Background: an optimization exercise with open tools, aiming at small area. Do not read the settings as production practice.
Where RTL was checked, it was by simulation tests only, not by an equivalence proof against the original.
No activity file was given, so power comes from the tool's default toggle rates.

Setup of run a:
==> flow/design.v (excerpt) <==
module map_loader #(
   parameter int LANES = 5,
   parameter int ROWS  = 100
) (
   input  logic        clk_i,
   input  logic        rst_n_i,
   input  logic        start_i,
   input  logic        in_valid_i,
   output logic        in_ready_o,
   input  logic [2:0]  in_cell_i,
   input  logic        in_last_i,
   output logic        busy_o,
   output logic        done_o,
   output logic        err_o,
   output logic        map_valid_o,
   output logic [10:0] len_o,
   input  logic [2:0]  rd_x_i,
   input  logic [6:0]  rd_y_i,
   output logic [2:0]  rd_state_o,
   output logic [11:0] rd_rgb_o
);
   localparam int NR = 5;     
   localparam int RL = 20;    
   logic              busy_q, done_q, err_q;
   logic [2:0]        x_q;               
   logic [2:0]        j_q;               
   logic [4:0]        s_q;               
   logic [4:0]        ph_q;              
   logic [NR-1:0][7:0]    acc_q;
   logic [NR*RL-1:0][7:0] ring_q;        
   logic       illegal, final_cell;
   logic [1:0] cval;
   logic [7:0] acc_cur, acc_next;
   assign illegal    = in_cell_i > 3'd2;
   assign cval       = illegal ? 2'd0 : in_cell_i[1:0];
   assign final_cell = in_last_i || (x_q == 3'd4 && j_q == 3'd4 && s_q == 5'd19);
   assign acc_cur    = acc_q[j_q];
   logic [4:0] badd;
   logic [3:0] a_hi;
   always_comb begin
      case ({x_q[1:0], cval})
         4'b00_01: badd = 5'd1;
         4'b00_10: badd = 5'd2;
         4'b01_01: badd = 5'd3;
         4'b01_10: badd = 5'd6;
         4'b10_01: badd = 5'd9;
         4'b10_10: badd = 5'd18;
         default:  badd = 5'd0;
      endcase
      a_hi = {1'b0, acc_cur[7:5]} + ((cval == 2'd2) ? 4'd6 : (cval == 2'd1) ? 4'd3 : 4'd0);
      case (x_q)
         3'd0:    acc_next = {3'd0, badd};
         3'd1,
         3'd2:    acc_next = {3'd0, acc_cur[4:0] + badd};
         3'd3:    acc_next = {1'b0, cval, acc_cur[4:0]};
         default: acc_next = (a_hi == 4'd8) ? {acc_cur[4:2], 3'b111, acc_cur[1:0]}
                                             : {a_hi[2:0], acc_cur[4:0]};
      endcase
   end
   always_ff @(posedge clk_i) begin
      if (!rst_n_i) begin
  ...
For scale: about 2000 cells after synthesis, about 870 flip-flops, about 26000 µm² of cells after synthesis.
==> flow/config.mk <==
export PLATFORM = sky130hd
export DESIGN_NAME = map_loader
export DESIGN_NICKNAME = map_loader
export VERILOG_FILES = /design/flow/design.v
export SDC_FILE = /design/flow/constraint.sdc
export NUM_CORES = 4
export LEC_CHECK = 0
export CAP_MARGIN = 10
export CORE_MARGIN = 2
export CORE_UTILIZATION = 66
export GPL_TIMING_DRIVEN = 0
export SLEW_MARGIN = 10
==> flow/constraint.sdc <==
create_clock -name core_clock -period 10.0 [get_ports {clk_i}]
set_input_delay 2.0000 -clock core_clock [delete_from_list [all_inputs] [get_ports {clk_i}]]
set_output_delay 2.0000 -clock core_clock [all_outputs]
set_load 0.01 [all_outputs]
standard.sh (not shown) runs the stock make flow with config.mk's settings and CLKGATE_MAP_FILE= SYNTH_SCRIPT=/design/flow/synth_recipe.tcl, a recipe that flattens the netlist after the stock synthesis.
==> flow/flow/run.sh <==
#!/bin/bash
# Own layout flow: the standard ORFS flow, with three changes.
#  1. Synthesis is the standard flow's own script (synth_recipe.tcl) with its combinational mapping
#     changed (see synth_area.tcl): ABC maps for area, and adders are not pre-extracted.
#     Registers are mapped by dfflibmap before this, so they are the standard synthesis's.
#  2. Clock tree synthesis runs without dummy loads, with larger sink clusters (15 sinks,
#     60 um) driven by clkbuf_8 buffers.
#  3. Ports are buffered with buf_1 cells (every input and output still gets its buffer).
# Every tool's output goes to a log file in this work folder (and ORFS's own logs under orfs/).
set -euo pipefail
W=$(pwd)
export FLOW_SYNTH_TCL="$W/synth_recipe.tcl"
export FLOW_ABC_SCRIPT="$W/flow/area.abc"
export BUFFER_PORTS_ARGS="-buffer_cell sky130_fd_sc_hd__buf_1"
export CTS_ARGS="-sink_clustering_enable -repair_clock_nets -dont_use_dummy_load -buf_list sky130_fd_sc_hd__clkbuf_8 -sink_clustering_size 15 -sink_clustering_max_diameter 60"

make -C "$FLOW_HOME" DESIGN_CONFIG="$W/config.mk" WORK_HOME="$W/orfs" CLKGATE_MAP_FILE= \
   SYNTH_SCRIPT="$W/flow/synth_area.tcl" synth > "$W/synth_make.log" 2>&1
bash "$W/standard.sh" finish > "$W/standard_make.log" 2>&1
test -s "$W/out/final.def"
==> flow/flow/area.abc <==
strash; &get -n; &fraig -x; &put; scorr; dc2; strash; &get -n; &dch -f; &nf -R 1000; &put; strash; &get -n; &dch -f; &nf -R 1000; &put; strash; &get -n; &dch -f; &nf -R 1000; &put; strash; &get -n; &dch -f; &nf -R 1000; &put;
==> flow/flow/synth_area.tcl <==
# synth_recipe.tcl with two changes to the combinational mapping (registers are mapped by
# dfflibmap before either step, so they are exactly the standard synthesis's):
#  - ABC runs flow/area.abc (Yosys's default liberty script with four rounds of area-oriented
#    &dch/&nf mapping) in place of ORFS's script; ORFS's -D delay target and the -constr file
#    that makes ABC buffer and upsize are dropped.
#  - extract_fa is skipped, so adders are left to ABC as plain logic.
proc abc {args} {
   set keep {}
   for {set i 0} {$i < [llength $args]} {incr i} {
      set a [lindex $args $i]
      if {$a eq "-script" || $a eq "-D" || $a eq "-constr"} { incr i; continue }
      lappend keep $a
   }
   yosys abc -script $::env(FLOW_ABC_SCRIPT) {*}$keep
}
proc extract_fa {args} { puts "extract_fa skipped" }
source $::env(FLOW_SYNTH_TCL)
Every stage of the flow completed for run a, and the final layout passed the timing, design-rule and antenna checks.
The inputs of run b differ from those of run a as listed below.
diff --git a/flow/design.v b/flow/design.v
--- a/flow/design.v
+++ b/flow/design.v
@@ -107,27 +107,27 @@
       else if (ph_q == 5'(RL-1)) ph_q <= 5'd0;
       else                       ph_q <= ph_q + 5'd1;
    end
    always_ff @(posedge clk_i) begin
       for (int j = 0; j < NR; j++) begin
          ring_q[j*RL] <= (slot[j] == ph_q) ? acc_q[j] : ring_q[j*RL+RL-1];
          for (int k = 1; k < RL; k++) ring_q[j*RL+k] <= ring_q[j*RL+k-1];
       end
    end
-   logic [2:0]  rj, rj_q;            
-   logic [4:0]  rs, rs_q;            
-   logic [2:0]  rx_q;
-   logic        rd_ok, rd_byp, ok_q, byp_q;
+   logic [2:0]  rj;                  
+   logic [4:0]  rs;                  
    logic [5:0]  rd_d;
    logic [4:0]  rd_pos;
+   logic        rd_ok, rd_byp;
    logic [RL-1:0] pos_oh;
    logic [NR-1:0][7:0] ring_row;
    logic [7:0]  row;
+   logic [1:0]  rd_q;
    logic [1:0]  trit;
    always_comb begin
       case (rd_y_i)
          7'd0: begin rs = 5'd0; rj = 3'd0; end
          7'd1: begin rs = 5'd0; rj = 3'd1; end
          7'd2: begin rs = 5'd0; rj = 3'd2; end
          7'd3: begin rs = 5'd0; rj = 3'd3; end
          7'd4: begin rs = 5'd0; rj = 3'd4; end
          7'd5: begin rs = 5'd1; rj = 3'd0; end
@@ -249,50 +249,46 @@
          7'd121: begin rs = 5'd24; rj = 3'd1; end
          7'd122: begin rs = 5'd24; rj = 3'd2; end
          7'd123: begin rs = 5'd24; rj = 3'd3; end
          7'd124: begin rs = 5'd24; rj = 3'd4; end
          7'd125: begin rs = 5'd25; rj = 3'd0; end
          7'd126: begin rs = 5'd25; rj = 3'd1; end
          7'd127: begin rs = 5'd25; rj = 3'd2; end
       endcase
    end
+   assign rd_d   = 6'(ph_q) + 6'd19 - 6'(rs);
+   assign rd_pos = (rd_d >= 6'd20) ? 5'(rd_d - 6'd20) : 5'(rd_d);
    assign rd_ok  = map_valid_o && rd_x_i < 3'd5 && (rs < s_q || (rs == s_q && rj <= j_q));
    assign rd_byp = rs == slot[rj];
-   always_ff @(posedge clk_i) begin
-      if (!rst_n_i) ok_q <= 1'b0;
-      else          ok_q <= rd_ok;
-      rs_q  <= rs;
-      rj_q  <= rj;
-      rx_q  <= rd_x_i;
-      byp_q <= rd_byp;
-   end
-   assign rd_d   = 6'(ph_q) + 6'd19 - 6'(rs_q);
-   assign rd_pos = (rd_d >= 6'd20) ? 5'(rd_d - 6'd20) : 5'(rd_d);
    always_comb begin
       for (int k = 0; k < RL; k++) pos_oh[k] = rd_pos == 5'(k);
       for (int j = 0; j < NR; j++) begin
          ring_row[j] = '0;
          for (int k = 0; k < RL; k++)
             ring_row[j] = ring_row[j] | ({8{pos_oh[k]}} & ring_q[j*RL+k]);
       end
       row = '0;
       for (int j = 0; j < NR; j++)
-         if (rj_q == 3'(j)) row = byp_q ? acc_q[j] : ring_row[j];
+         if (rj == 3'(j)) row = rd_byp ? acc_q[j] : ring_row[j];
+   end
+   always_ff @(posedge clk_i) begin
+      if (!rst_n_i || !rd_ok) rd_q <= 2'd0;
+      else                    rd_q <= trit;
    end
    logic       esc;
    logic [4:0] dec_b;
    logic [2:0] dec_a;
    logic [1:0] dig_b, dig_a;
    assign esc   = row[4:2] == 3'b111;
    assign dec_b = esc ? {row[7:5], row[1:0]} : row[4:0];
    assign dec_a = row[7:5];
    always_comb begin
-      case ({rx_q[1:0], dec_b})
+      case ({rd_x_i[1:0], dec_b})
          7'd1: dig_b = 2'd1;
          7'd2: dig_b = 2'd2;
          7'd4: dig_b = 2'd1;
          7'd5: dig_b = 2'd2;
          7'd7: dig_b = 2'd1;
          7'd8: dig_b = 2'd2;
          7'd10: dig_b = 2'd1;
          7'd11: dig_b = 2'd2;
          7'd13: dig_b = 2'd1;
@@ -360,19 +356,19 @@
          7'd116: dig_b = 2'd2;
          7'd117: dig_b = 2'd2;
          7'd118: dig_b = 2'd2;
          7'd119: dig_b = 2'd2;
          7'd120: dig_b = 2'd2;
          7'd121: dig_b = 2'd2;
          7'd122: dig_b = 2'd2;
          default: dig_b = 2'd0;
       endcase
-      case ({rx_q[0], esc, dec_a})
+      case ({rd_x_i[0], esc, dec_a})
          5'd3: dig_a = 2'd1;
          5'd4: dig_a = 2'd1;
          5'd5: dig_a = 2'd1;
          5'd6: dig_a = 2'd2;
          5'd7: dig_a = 2'd2;
          5'd8: dig_a = 2'd2;
          5'd9: dig_a = 2'd2;
          5'd10: dig_a = 2'd2;
          5'd11: dig_a = 2'd2;
@@ -389,20 +385,20 @@
          5'd25: dig_a = 2'd2;
          5'd26: dig_a = 2'd2;
          5'd27: dig_a = 2'd2;
          5'd28: dig_a = 2'd2;
          5'd29: dig_a = 2'd2;
          5'd30: dig_a = 2'd2;
          5'd31: dig_a = 2'd2;
          default: dig_a = 2'd0;
       endcase
-      trit = rx_q[2] | (rx_q[1] & rx_q[0]) ? dig_a : dig_b;
+      trit = rd_x_i[2] | (rd_x_i[1] & rd_x_i[0]) ? dig_a : dig_b;
    end
    assign in_ready_o  = busy_q;
    assign busy_o      = busy_q;
    assign done_o      = done_q;
    assign err_o       = err_q;
    assign map_valid_o = !busy_q && !(s_q[4] && s_q[3]);
    assign len_o       = {4'd0, 7'({s_q, 2'b00} + 7'(s_q) + 7'(j_q) + 7'd1)};
-   assign rd_state_o  = {1'b0, ok_q ? trit : 2'd0};
-   assign rd_rgb_o    = {{4{|rd_state_o}}, {4{rd_state_o[1]}}, 4'h0};
+   assign rd_state_o  = {1'b0, rd_q};
+   assign rd_rgb_o    = {{4{|rd_q}}, {4{rd_q[1]}}, 4'h0};
 endmodule
### Flow results
Run b reports its end of the critical path as rd_q[0] while run a reports rd_rgb_o[11]. Compared with run a, run b shows a combinational power that is 13% higher. Going from run a to run b, non-filler instance count after layout shrank slightly. Run b vs. run a: clock skew grew by 0.0042 ns; clock period minus worst slack shrank by 0.16 ns. Looking at global-route wire length before repair across both flows, run b is the stronger of the two, with run a trailing.
The RTL of run a was laid out without a check of its function.

-- static timing again, ports no longer ideal --
The flow's constraints put no driver on any port. The routed layouts listed below were extracted and timed again, unchanged, in two steps. Step 1, drivers: a clkbuf_16 drives clk_i and a buf_2 each remaining input, both assumed. Step 2 also shifts input and output timing later by t, the mid clock arrival at the registers, as if the neighbouring blocks saw the same clock. a / b / c = ideal / step 1 / step 2; a / b = the first two.
run	t, ns	setup WS [ns]	worst setup path after step 2
run a	0.686	0.377 / 0.322 / 1.009	register to output
run b	0.679	0.533 / 0.574 / -0.105	input to register
With both steps, setup timing fails in run b, where it was met with ideal ports. For run b, which loses most, drivers alone change the setup slack by +0.041 ns; drivers and shift together by -0.638 ns.
